Background: an optimization exercise with open tools, aiming at small area. Do not read the settings as production practice.
In this exercise RTL edits were held to simulation tests only and were not proved equivalent to the original.
Power is estimated from default activity; no workload was simulated.

### design.v
package mw_pkg;
    typedef logic [32-1:0] addr_t;
    typedef logic [32-1:0] word_t;
    typedef logic [31:0]               bytes_t;
    typedef logic [31:0]               words_t;
    typedef logic [8:0]                beats_t;    
    typedef logic [7:0]                axlen_t;
    localparam int BYTES_PER_WORD = 32 / 8;
    localparam logic [2:0] AXI_AWSIZE = 3'($clog2(BYTES_PER_WORD));
    localparam logic [1:0] AXI_AWBURST_INCR = 2'b01;
    localparam logic [BYTES_PER_WORD-1:0] AXI_WSTRB_ALL = '1;
    typedef struct packed {
        addr_t  base_addr;
        addr_t  high_addr;     
        bytes_t portion_size;
    } mem_cfg_t;
    typedef struct packed {
        addr_t  awaddr;
        axlen_t awlen;
    } aw_beat_t;
    typedef struct packed {
        word_t wdata;
        logic  wlast;
    } w_beat_t;
    typedef struct packed {
        words_t fifo_words;
        words_t remain_words;
        addr_t  cur_addr;
    } plan_in_t;
    typedef enum logic [2:0] {
        IDLE,
        WAIT_DATA,
        PLAN,
        WRITE,
        WAIT_B
    } engine_state_e;
endpackage
`timescale 1ns/10ps
module stream_fifo #(
    parameter int DEPTH = 32
) (
    input  logic          CLK,
    input  logic          RESET,
    input  logic          flush,
    input  mw_pkg::word_t s_tdata,
    input  logic          s_tvalid,
    output logic          s_tready,
    input  logic          accept_en,
    input  logic          pop,
    output mw_pkg::word_t rd_word,
    output mw_pkg::words_t fifo_words
);
    localparam int PTR_W = $clog2(DEPTH);
    localparam int CNT_W = $clog2(DEPTH + 1);
    mw_pkg::word_t            mem [0:DEPTH-1];
    logic [PTR_W-1:0] wr_ptr;
    logic [PTR_W-1:0] rd_ptr;
    logic [CNT_W-1:0] count;
    logic             push;
    logic             full;
    function automatic logic [PTR_W-1:0] next_ptr(input logic [PTR_W-1:0] ptr);
        next_ptr = (ptr == PTR_W'(DEPTH - 1)) ? '0 : ptr + 1'b1;
    endfunction
    always_comb begin
        full       = (count == CNT_W'(DEPTH));
        s_tready   = accept_en && !full;
        push       = s_tvalid && s_tready;
        rd_word    = mem[rd_ptr];     
        fifo_words = mw_pkg::words_t'(count);
    end
    always_ff @(posedge CLK) begin
        if (push) begin
            mem[wr_ptr] <= s_tdata;
        end
    end
    always_ff @(posedge CLK) begin
        if (RESET || flush) begin
            wr_ptr <= '0;
            rd_ptr <= '0;
            count  <= '0;
        end else begin
            if (push) begin
                wr_ptr <= next_ptr(wr_ptr);
            end
            if (pop) begin
                rd_ptr <= next_ptr(rd_ptr);
            end
            case ({push, pop})
                2'b10:   count <= count + 1'b1;
                2'b01:   count <= count - 1'b1;
                default: count <= count;
            endcase
        end
    end
endmodule
`timescale 1ns/10ps
module burst_planner (
    input  logic              CLK,
    input  logic              RESET,
    input  logic              plan_req,
    input  mw_pkg::plan_in_t  plan_in,
    input  mw_pkg::mem_cfg_t  cfg,
    output logic              plan_ack,
    output mw_pkg::beats_t    plan_beats
);
    localparam int PAGE_SHIFT = $clog2(4096);
    mw_pkg::words_t page_words;
    mw_pkg::words_t high_words;
    logic   cmp_valid;
    mw_pkg::beats_t fifo_c;
    mw_pkg::beats_t remain_c;
    mw_pkg::beats_t page_c;
    mw_pkg::beats_t high_c;
    logic   f_le_r;
    logic   f_le_p;
    logic   f_le_h;
    logic   r_le_p;
    logic   r_le_h;
    logic   p_le_h;
    function automatic mw_pkg::beats_t clip(input mw_pkg::words_t n);
        clip = (n > mw_pkg::words_t'(16)) ? mw_pkg::beats_t'(16) : mw_pkg::beats_t'(n);
    endfunction
    always_comb begin
        page_words = (mw_pkg::words_t'(4096)
                     - mw_pkg::words_t'(plan_in.cur_addr[PAGE_SHIFT-1:0])) >> mw_pkg::AXI_AWSIZE;
        high_words = mw_pkg::words_t'(cfg.high_addr - plan_in.cur_addr) >> mw_pkg::AXI_AWSIZE;
    end
    always_ff @(posedge CLK) begin
        if (plan_req) begin     
            fifo_c   <= clip(plan_in.fifo_words);
            remain_c <= clip(plan_in.remain_words);
            page_c   <= clip(page_words);
            high_c   <= clip(high_words);
            f_le_r   <= plan_in.fifo_words <= plan_in.remain_words;
            f_le_p   <= plan_in.fifo_words <= page_words;
            f_le_h   <= plan_in.fifo_words <= high_words;
            r_le_p   <= plan_in.remain_words <= page_words;
            r_le_h   <= plan_in.remain_words <= high_words;
            p_le_h   <= page_words <= high_words;
        end
    end
    always_ff @(posedge CLK) begin
        if (cmp_valid) begin
            if (f_le_r && f_le_p && f_le_h) begin
                plan_beats <= fifo_c;
            end else if (r_le_p && r_le_h) begin
                plan_beats <= remain_c;
            end else if (p_le_h) begin
                plan_beats <= page_c;
            end else begin
                plan_beats <= high_c;
            end
        end
    end
    always_ff @(posedge CLK) begin
        if (RESET) begin
            cmp_valid <= 1'b0;
            plan_ack  <= 1'b0;
        end else begin
            cmp_valid <= plan_req && !plan_ack && !cmp_valid;
            if (cmp_valid) begin
                plan_ack <= 1'b1;
            end else if (!plan_req) begin
                plan_ack <= 1'b0;
            end
        end
    end
endmodule
`timescale 1ns/10ps
module write_engine (
    input  logic              CLK,
    input  logic              RESET,
    input  logic              run,
    input  logic              stop,
    input  mw_pkg::mem_cfg_t  cfg,
    input  mw_pkg::words_t    fifo_words,
    input  mw_pkg::word_t     rd_word,
    input  logic              s_beat,
    output logic              pop,
    output logic              flush,
    output logic              accept_en,
    output logic              plan_req,
    output mw_pkg::plan_in_t  plan_in,
    input  logic              plan_ack,
    input  mw_pkg::beats_t    plan_beats,
    output mw_pkg::aw_beat_t  aw,
    output logic              awvalid,
    input  logic              awready,
    output mw_pkg::w_beat_t   w,
    output logic              wvalid,
    input  logic              wready,
    input  logic              bvalid,
    output logic              bready,
    output logic              status,
    output logic              done,
    output mw_pkg::bytes_t    transmitted_bytes,
    output mw_pkg::addr_t     current_address
);
    localparam int TIMER_W = $clog2(64 + 1);
    mw_pkg::engine_state_e      state;
    mw_pkg::beats_t             beats;        
    mw_pkg::beats_t             beat_cnt;
    mw_pkg::words_t             remain_words;
    mw_pkg::addr_t              next_addr;
    logic               stop_seen;
    logic [TIMER_W-1:0] accum_timer;
    logic               accum_done;
    logic               burst_due;
    logic               w_hs;
    logic               b_hs;
    mw_pkg::words_t             run_words;
    mw_pkg::addr_t              run_addr;
    mw_pkg::addr_t              addr_sum;
    mw_pkg::bytes_t             burst_bytes;
    mw_pkg::words_t             remain_after;
    always_comb begin
        run_words = mw_pkg::words_t'(cfg.portion_size >> mw_pkg::AXI_AWSIZE)
                  + mw_pkg::words_t'((cfg.portion_size & mw_pkg::bytes_t'(mw_pkg::BYTES_PER_WORD - 1)) != '0);
        if (next_addr >= cfg.base_addr && next_addr < cfg.high_addr) begin
            run_addr = next_addr;
        end else begin
            run_addr = cfg.base_addr;
        end
        burst_bytes  = mw_pkg::bytes_t'(beats) << mw_pkg::AXI_AWSIZE;
        addr_sum     = next_addr + mw_pkg::addr_t'(burst_bytes);
        remain_after = remain_words - mw_pkg::words_t'(beats);
        w_hs         = wvalid && wready;
        b_hs         = bvalid && bready;
        accum_done   = (accum_timer == TIMER_W'(64));
        burst_due    = !plan_ack && ((fifo_words > mw_pkg::words_t'(16))
                                    || (fifo_words != '0 && accum_done));
    end
    always_comb begin
        pop     = w_hs;
        flush   = run && (state == mw_pkg::IDLE);
        w.wdata = rd_word;
        w.wlast = (beat_cnt == mw_pkg::beats_t'(beats - 1'b1));
    end
    always_ff @(posedge CLK) begin
        if (RESET || s_beat || state != mw_pkg::WAIT_DATA || fifo_words == '0) begin
            accum_timer <= '0;
        end else if (!accum_done) begin
            accum_timer <= accum_timer + 1'b1;
        end
    end
    always_ff @(posedge CLK) begin
        if (state == mw_pkg::WAIT_DATA && burst_due) begin
            plan_in.fifo_words   <= fifo_words;
            plan_in.remain_words <= remain_words;
            plan_in.cur_addr     <= next_addr;
        end
        if (state == mw_pkg::PLAN && plan_ack) begin
            beats     <= plan_beats;
            aw.awaddr <= next_addr;
            aw.awlen  <= mw_pkg::axlen_t'(plan_beats - 1'b1);
        end
    end
    always_ff @(posedge CLK) begin
        if (RESET) begin
            state             <= mw_pkg::IDLE;
            status            <= 1'b0;
            done              <= 1'b0;
            accept_en         <= 1'b0;
            plan_req          <= 1'b0;
            awvalid           <= 1'b0;
            wvalid            <= 1'b0;
            bready            <= 1'b0;
            stop_seen         <= 1'b0;
            beat_cnt          <= '0;
            remain_words      <= '0;
            next_addr         <= '0;
            transmitted_bytes <= '0;
            current_address   <= '0;
        end else begin
            done <= 1'b0;
            if (awvalid && awready) begin
                awvalid <= 1'b0;
            end
            if (stop && state != mw_pkg::IDLE) begin
                stop_seen <= 1'b1;     
            end
            case (state)
                mw_pkg::IDLE: begin
                    if (run) begin
                        state             <= mw_pkg::WAIT_DATA;
                        status            <= 1'b1;
                        accept_en         <= 1'b1;
                        stop_seen         <= 1'b0;
                        remain_words      <= run_words;
                        next_addr         <= run_addr;
                        current_address   <= run_addr;
                        transmitted_bytes <= '0;
                    end
                end
                mw_pkg::WAIT_DATA: begin
                    if (stop || stop_seen) begin
                        state     <= mw_pkg::IDLE;    
                        status    <= 1'b0;
                        accept_en <= 1'b0;
                    end else if (burst_due) begin
                        state    <= mw_pkg::PLAN;
                        plan_req <= 1'b1;
                    end
                end
                mw_pkg::PLAN: begin
                    if (plan_ack) begin
                        plan_req <= 1'b0;
                        awvalid  <= 1'b1;
                        wvalid   <= 1'b1;
                        beat_cnt <= '0;
                        state    <= mw_pkg::WRITE;
                    end
                end
                mw_pkg::WRITE: begin
                    if (w_hs) begin
                        beat_cnt <= beat_cnt + 1'b1;
                        if (w.wlast) begin
                            wvalid <= 1'b0;
                            bready <= 1'b1;
                            state  <= mw_pkg::WAIT_B;
                        end
                    end
                end
                mw_pkg::WAIT_B: begin
                    if (b_hs) begin
                        bready            <= 1'b0;
                        remain_words      <= remain_after;
                        transmitted_bytes <= transmitted_bytes + burst_bytes;
                        next_addr         <= (addr_sum >= cfg.high_addr) ? cfg.base_addr
                                                                         : addr_sum;
                        if (remain_after == '0) begin
                            state     <= mw_pkg::IDLE;
                            status    <= 1'b0;
                            accept_en <= 1'b0;
                            done      <= 1'b1;
                        end else if (stop_seen || stop) begin
                            state     <= mw_pkg::IDLE;
                            status    <= 1'b0;
                            accept_en <= 1'b0;
                        end else begin
                            state <= mw_pkg::WAIT_DATA;
                        end
                    end
                end
                default: state <= mw_pkg::IDLE;
            endcase
        end
    end
endmodule
`timescale 1ns/10ps
module memory_writer (
    input  logic                                CLK,
    input  logic                                RESET,
    input  mw_pkg::word_t                       s_tdata,
    input  logic                                s_tvalid,
    output logic                                s_tready,
    output mw_pkg::aw_beat_t                    aw,
    output logic                                awvalid,
    input  logic                                awready,
    output logic [2:0]                          awsize,
    output logic [1:0]                          awburst,
    output mw_pkg::w_beat_t                     w,
    output logic                                wvalid,
    input  logic                                wready,
    output logic [mw_pkg::BYTES_PER_WORD-1:0]   wstrb,
    input  logic                                bvalid,
    output logic                                bready,
    input  mw_pkg::mem_cfg_t                    cfg,
    input  logic                                run,
    input  logic                                stop,
    output logic                                status,
    output logic                                done,
    output mw_pkg::bytes_t                      transmitted_bytes,
    output mw_pkg::addr_t                       current_address
);
    logic     pop;
    logic     flush;
    logic     accept_en;
    logic     s_beat;
    mw_pkg::word_t    rd_word;
    mw_pkg::words_t   fifo_words;
    logic     plan_req;
    logic     plan_ack;
    mw_pkg::plan_in_t plan_in;
    mw_pkg::beats_t   plan_beats;
    assign awsize  = mw_pkg::AXI_AWSIZE;
    assign awburst = mw_pkg::AXI_AWBURST_INCR;
    assign wstrb   = mw_pkg::AXI_WSTRB_ALL;     
    assign s_beat  = s_tvalid && s_tready;
    stream_fifo #(
        .DEPTH (32)
    ) stream_fifo_i (
        .CLK        (CLK),
        .RESET      (RESET),
        .flush      (flush),
        .s_tdata    (s_tdata),
        .s_tvalid   (s_tvalid),
        .s_tready   (s_tready),
        .accept_en  (accept_en),
        .pop        (pop),
        .rd_word    (rd_word),
        .fifo_words (fifo_words)
    );
    burst_planner burst_planner_i (
        .CLK        (CLK),
        .RESET      (RESET),
        .plan_req   (plan_req),
        .plan_in    (plan_in),
        .cfg        (cfg),
        .plan_ack   (plan_ack),
        .plan_beats (plan_beats)
    );
    write_engine write_engine_i (
        .CLK               (CLK),
        .RESET             (RESET),
        .run               (run),
        .stop              (stop),
        .cfg               (cfg),
        .fifo_words        (fifo_words),
        .rd_word           (rd_word),
        .s_beat            (s_beat),
        .pop               (pop),
        .flush             (flush),
        .accept_en         (accept_en),
        .plan_req          (plan_req),
        .plan_in           (plan_in),
        .plan_ack          (plan_ack),
        .plan_beats        (plan_beats),
        .aw                (aw),
        .awvalid           (awvalid),
        .awready           (awready),
        .w                 (w),
        .wvalid            (wvalid),
        .wready            (wready),
        .bvalid            (bvalid),
        .bready            (bready),
        .status            (status),
        .done              (done),
        .transmitted_bytes (transmitted_bytes),
        .current_address   (current_address)
    );
endmodule
### run.sh
#!/bin/bash
# synth_recipe.tcl (not shown) runs the flow's synth.tcl, then flattens the netlist and writes it again
# the make line also repeats each setting of config.mk as NAME=value (left out here)
make -C /OpenROAD-flow-scripts/flow DESIGN_CONFIG=/design/flow/config.mk WORK_HOME=/design/flow/orfs CLKGATE_MAP_FILE= SYNTH_SCRIPT=/design/flow/synth_recipe.tcl finish
### config.mk
export PLATFORM = sky130hd
export DESIGN_NAME = memory_writer
export DESIGN_NICKNAME = memory_writer
export VERILOG_FILES = /design/flow/design.v
export SDC_FILE = /design/flow/constraint.sdc
export NUM_CORES = 4
export LEC_CHECK = 0
export CAP_MARGIN = 20
export CORE_MARGIN = 2
export CORE_UTILIZATION = 40
export SLEW_MARGIN = 20
### constraint.sdc
create_clock -name core_clock -period 6.0 [get_ports {CLK}]
set_input_delay 1.2000 -clock core_clock [delete_from_list [all_inputs] [get_ports {CLK}]]
set_output_delay 1.2000 -clock core_clock [all_outputs]
set_load 0.01 [all_outputs]
==> impl_metrics.toml <==
[timing]
fin_crit_ns = 5.33
final.setup.tns_ns = 0
fin_crit_sh_pct = 88.8
hold_violations = 0
rsz0062_at_grt = "no"
worst_slew_margin_rel_pct = 26.7
skew_ns = 0.0733
drv_slew = 0
timing.fmax_ghz = 0.188
setup_viol = 0
worstMarginPinSlew_ns = 1.10

[floorplan]
die_height_microns = 394
dieArea_sq_mm = 0.155
rows = 143
core_sq_mm = 0.152
start_util_pct = 40.2
ioPinCount = 288
die_w_microns = 394

[setup_path]
path_class = "reg2reg"
crit_required_ns = 6.66
cp.arrival_ns = 5.99
crit_fanout = 20
start_kind = "flop"
endpoint_kind = "flop"

[clock_tree]
path_clk_slew_ns = 0.06
clk_latency_ns = 0.81
cts_tree = "built"
ctsHoldBuffers = 0
numCtsBuffers = 146
post_cts_buffers = 0
clockBufferDepth = 3
postCtsResizedCells = 0
root_buffer = "clkbuf_16"
cts_sinks = 1367
htreeDepth = 4

[power_and_ir_drop]
p_sw_w = 0.00513
finalPower_w = 0.0212
combPwrFrac_pct = 8.0
swShare_pct = 24.2
power_density_mw_per_mm2 = 296
power_frac_seq_pct = 50.5
p_int_w = 0.0161
p_leak_nw = 24.0
power_frac_clock_pct = 41.5
peakVddDrop_v = 0.000280

[detailed_routing]
drtIter0Drc = 2945
drc = 0
finalWirelength_mm = 165
via_per_inst = 5.58
dr.pass1.iters = 6
wl_per_cell_microns = 25.6
vias = 35845
postRouteAntennaNets = 0

[yosys]
synthArstFlopShare_pct = 0
netlist_instances = 3914
synth.distinct_cells = 84
ys_seq_elements = 1367
synth-seq-area-share_pct = 64.5
synth_edf_count = 1191
yosys_warnings = 3
syn_area_sq_mm = 0.0609
avgSynthCellArea_sq_um = 15.6
synth_ff_type = "edfxtp_1"

[global_routing]
grt_pass1_vias = 36021
gr-usage-all-layers_pct = 21.0
antenna_found_initial = 16
grt_max_degree = 69
grt_overflow = 0
grt_pass1_wl_mm = 243

[placed_design]
io_buffer_count = 276
gp_congestion = 0.903
place_area_sq_mm = 0.0670
place_hpwl_mm = 107

[run_status]
status = "timing/DRC/antenna clean"

[layout]
final_common_cell = "edfxtp_1"
drive_gt1_share_pct = 16.7
fill_cells = 12976
fin_area_sq_mm = 0.0717
final_cell_mix = "edfxtp_1 (1191), mux4_2 (320), clkdlybuf4s50_1 (268)"
syn_to_final_growth_pct = 17.6
finish.utilization_pct = 47.3
fin_nets = 4661

[run]
drv_cap = 0

[worst_hold_path]
hold_path_class = "reg2reg"
==> through the flow <==
step,hold slack [ns],setup WS (ns),instances
2_1_floorplan,0.400,0.683,3936
3_3_place_gp,0.403,0.448,6163
3_5_place_dp,0.407,0.457,6163
4_1_cts,0.419,0.661,6425
5_1_grt,0.421,0.209,6426
6_report,0.417,0.672,6429
==> cell usage after synthesis, types with 57 or more instances <==
cell type	n	area [sq um]
edfxtp_1	1191	35800
ha_1	240	3000
mux4_2	320	7210
nor2_1	266	998
inv_1	180	676
o21ai_0	102	510
a21o_1	68	510
xnor2_1	96	841
xor2_1	57	499
a21oi_1	187	936
nand4_1	62	388
clkbuf_1	119	447
nand2_1	158	593
nand3_1	75	375
dfxtp_1	176	3520
==> state kept, by name, summed over array words and instances (netlist names), 30 cells and up, named ones only <==
| register | cells |
|---|---|
| write_engine_i.next_addr | 32 |
| write_engine_i.remain_words | 32 |
| write_engine_i.current_address | 32 |
| write_engine_i.aw | 40 |
| stream_fifo_i.mem | 1024 |
| write_engine_i.transmitted_bytes | 30 |
| write_engine_i.plan_in | 70 |
==> metal layers <==
layer | wire length (microns) | up-vias | track usage, %
met5 | 72 | - | 0
met4 | 3410 | 12 | 5.31
met3 | 10100 | 223 | 3.83
met2 | 80300 | 1076 | 34.7
met1 | 70900 | 18468 | 28.7
li1 | - | 16066 | -
==> path summary, 6_finish.rpt <==
kind / start / end / slack (ns) / depth (start not counted)
setup / recovery: write_engine_i.beats[0] / write_engine_i.next_addr[19] / 0.67 / 22
hold / removal: burst_planner_i.plan_beats[8] / write_engine_i.beats[8] / 0.42 / 0
setup reg to reg: write_engine_i.beats[0] / write_engine_i.next_addr[19] / 0.67 / 22
hold reg to reg: burst_planner_i.plan_beats[8] / write_engine_i.beats[8] / 0.42 / 0
==> worst max-delay path, stage by stage (launching register included) <==
cell	delay (ns)
edfxtp_1	0.55
ha_1	0.25
inv_1	0.06
fa_1	0.39
nor2b_1	0.13
o21a_1	0.14
o21ai_0	0.13
a21oi_1	0.44
o21a_1	0.40
nand3_1	0.14
xnor2_1	0.27
ha_1	0.29
or2_2	0.29
a21oi_1	0.16
a21oi_1	0.06
a31oi_1	0.17
nor2_1	0.05
a211o_1	0.29
buf_4	0.24
a2bb2oi_1	0.24
buf_4	0.23
nor2_1	0.06
a211oi_1	0.21
==> logic make-up after synthesis <==
kind of cell | after synthesis | share of synthesized area [%]
multiplexers | 404 | 13.3
AND/OR/NAND/NOR | 807 | 6.50
XOR/XNOR | 153 | 2.20
adder cells (fa/ha/maj) | 244 | 5.06
other | 2 | 0.0123
AO/OA/AOI/OAI | 588 | 6.22
flip-flops | 1367 | 64.5
buffers and inverters | 349 | 2.23
==> cell type report <==
type / instances / area, sq um / area share (%)
diodes: 4 / 10.0 / 0.0140
clock buffers: 185 / 3880 / 5.41
clock inverters: 77 / 835 / 1.16
inverters: 182 / 683 / 0.953
multi-input cells: 2220 / 20600 / 28.8
flip-flops and latches: 1367 / 39300 / 54.9
well taps: 2030 / 2540 / 3.54
repair buffers: 364 / 3760 / 5.25
==> power by group through the flow <==
stage | combinational [W] | clock, W | sequential (W)
floorplan | 0.000960 | 0 | 0.0108
global placement | 0.00166 | 0 | 0.0109
detailed placement | 0.00168 | 0 | 0.0109
CTS | 0.00169 | 0.00897 | 0.0107
global route | 0.00186 | 0.00934 | 0.0107
finish | 0.00169 | 0.00880 | 0.0107

## static timing again, ports no longer ideal
Ports are ideal in the flow. The routed layout listed here was re-timed in OpenROAD.
Step 1, drivers: a clkbuf_16 drives CLK and a buf_2 each remaining input, both assumed.
Step 2, shift: input delay + t, output delay - t, t = (earliest + latest rising clock arrival at the registers) / 2. This alone moves slack from input paths to output paths.
Three values: ideal ports, drivers, drivers and shift; two values: the first two.
t, ns: 0.853
slack for setup (ns): 0.672 / 0.672 / 0.342
latest minus earliest clock arrival (ns): 0.077 / 0.077
slew at the worst register clock pin (ns): 0.06 / 0.06
worst data-port slew with drivers (ns): 0.17
After both steps setup and hold are still met in this run. For this run, drivers alone change the setup slack by 0.000 ns; drivers and shift together by -0.330 ns.
